From an optimization exercise on the open Yosys and OpenROAD flow, aimed at a short achievable clock period and few clock cycles; shortcuts taken in it are not production practice. Function was checked by simulation only, so behaviour that the tests miss may differ from the original.

## oak
## mips_multicycle_core
module mips_multicycle_core #(
  parameter int unsigned ADDR_W   = 10,
  parameter logic [31:0] RESET_PC = 32'h0000_0000,
  parameter int unsigned CNT_W    = 32
) (
  input  logic              clk,
  input  logic              rst,
  output logic              mem_req,
  output logic              mem_we,
  output logic [ADDR_W-1:0] mem_addr,
  output logic [31:0]       mem_wdata,
  input  logic [31:0]       mem_rdata,
  input  logic              mem_ready,
  input  logic [4:0]        dbg_reg_addr,
  output logic [31:0]       dbg_reg_data,
  output logic [31:0]       pc_out,
  output logic              halted,
  output logic [CNT_W-1:0]  instr_count
);
  localparam bit EXT_OPS = 1'b0;
  localparam logic [5:0] OP_RTYPE = 6'h00, OP_J   = 6'h02, OP_BEQ = 6'h04, OP_BNE = 6'h05;
  localparam logic [5:0] OP_ADDI  = 6'h08, OP_ORI = 6'h0D, OP_LW  = 6'h23, OP_SW  = 6'h2B;
  localparam logic [5:0] FN_ADD = 6'h20, FN_SUB = 6'h22, FN_AND = 6'h24;
  localparam logic [5:0] FN_OR  = 6'h25, FN_NOR = 6'h27, FN_SLT = 6'h2A;
  localparam int W    = 3;                     
  localparam int CI_W = 4;                     
  localparam int CT_W = ADDR_W - CI_W;         
  function automatic logic funct_legal(input logic [5:0] f);
    case (f)
      FN_ADD, FN_SUB, FN_AND, FN_OR, FN_SLT: funct_legal = 1'b1;
      FN_NOR:  funct_legal = EXT_OPS;
      default: funct_legal = 1'b0;
    endcase
  endfunction
  typedef struct packed {
    logic legal;
    logic r, imm, ori, lw, sw, mem, br, bne, j;
    logic wr;           
    logic [4:0] dst;    
    logic use_rs, use_rt;
    logic pt;           
  } dec_t;
  function automatic dec_t decode(input logic [31:0] w);
    dec_t d;
    logic [5:0] op;
    op      = w[31:26];
    d.r     = (op == OP_RTYPE) && funct_legal(w[5:0]);
    d.ori   = EXT_OPS && (op == OP_ORI);
    d.imm   = (op == OP_ADDI) || d.ori;
    d.lw    = (op == OP_LW);
    d.sw    = (op == OP_SW);
    d.mem   = d.lw || d.sw;
    d.bne   = EXT_OPS && (op == OP_BNE);
    d.br    = (op == OP_BEQ) || d.bne;
    d.j     = (op == OP_J);
    d.legal = d.r | d.imm | d.lw | d.sw | d.br | d.j;
    d.wr    = d.r | d.imm | d.lw;
    d.dst   = d.r ? w[15:11] : w[20:16];
    d.use_rs = d.r | d.imm | d.lw | d.sw | d.br;
    d.use_rt = d.r | d.sw | d.br;
    d.pt    = d.j || ((op == OP_BEQ) && w[25:21] == w[20:16]);
    decode  = d;
  endfunction
  ...
For scale: about 28000 cells after synthesis, about 2300 flip-flops, ~180 I/O pins, about 0.21 mm² of cells after synthesis.
==> flow/config.mk <==
export PLATFORM = sky130hd
export DESIGN_NAME = mips_multicycle_core
export DESIGN_NICKNAME = mips_multicycle_core
export VERILOG_FILES = /design/flow/design.v
export SDC_FILE = /design/flow/constraint.sdc
export NUM_CORES = 4
export LEC_CHECK = 0
export ABC_CLOCK_PERIOD_IN_PS = 4000
export CAP_MARGIN = 20
export CORE_MARGIN = 2
export CORE_UTILIZATION = 35
export SETUP_SLACK_MARGIN = 5
export SLEW_MARGIN = 20
export TNS_END_PERCENT = 20
==> flow/constraint.sdc <==
create_clock -name core_clock -period 10.0 [get_ports {clk}]
set_input_delay 2.0000 -clock core_clock [delete_from_list [all_inputs] [get_ports {clk}]]
set_output_delay 2.0000 -clock core_clock [all_outputs]
set_load 0.01 [all_outputs]
run.sh (not shown) runs the stock make flow with config.mk's settings and CLKGATE_MAP_FILE= SYNTH_SCRIPT=/design/flow/synth_recipe.tcl, a recipe that flattens the netlist after the stock synthesis.
oak did not finish; the tool stopped in 5_1_grt with error GRT-0116.
Testbench counts of oak, summed over its fixed seeds: cycles 48,209.
The following lists how pine was set up differently from oak:
-- flow/config.mk --
<<< oak, line 10
export CORE_MARGIN = 2
export CORE_UTILIZATION = 35
export SETUP_SLACK_MARGIN = 5
export SLEW_MARGIN = 20
export TNS_END_PERCENT = 20
>>> pine, line 10
export CORE_MARGIN = 2
export CORE_UTILIZATION = 28
export SETUP_SLACK_MARGIN = 5
export SLEW_MARGIN = 20
export TNS_END_PERCENT = 10
--- outcome ---
pine did not finish; the tool stopped in 5_1_grt with error GRT-0232.
Post-synthesis register bit count: oak vs pine identical
Comparing pine and oak, the higher row count was measured on pine.
oak and pine ended up with roughly the same hold-fix buffer count after cts.
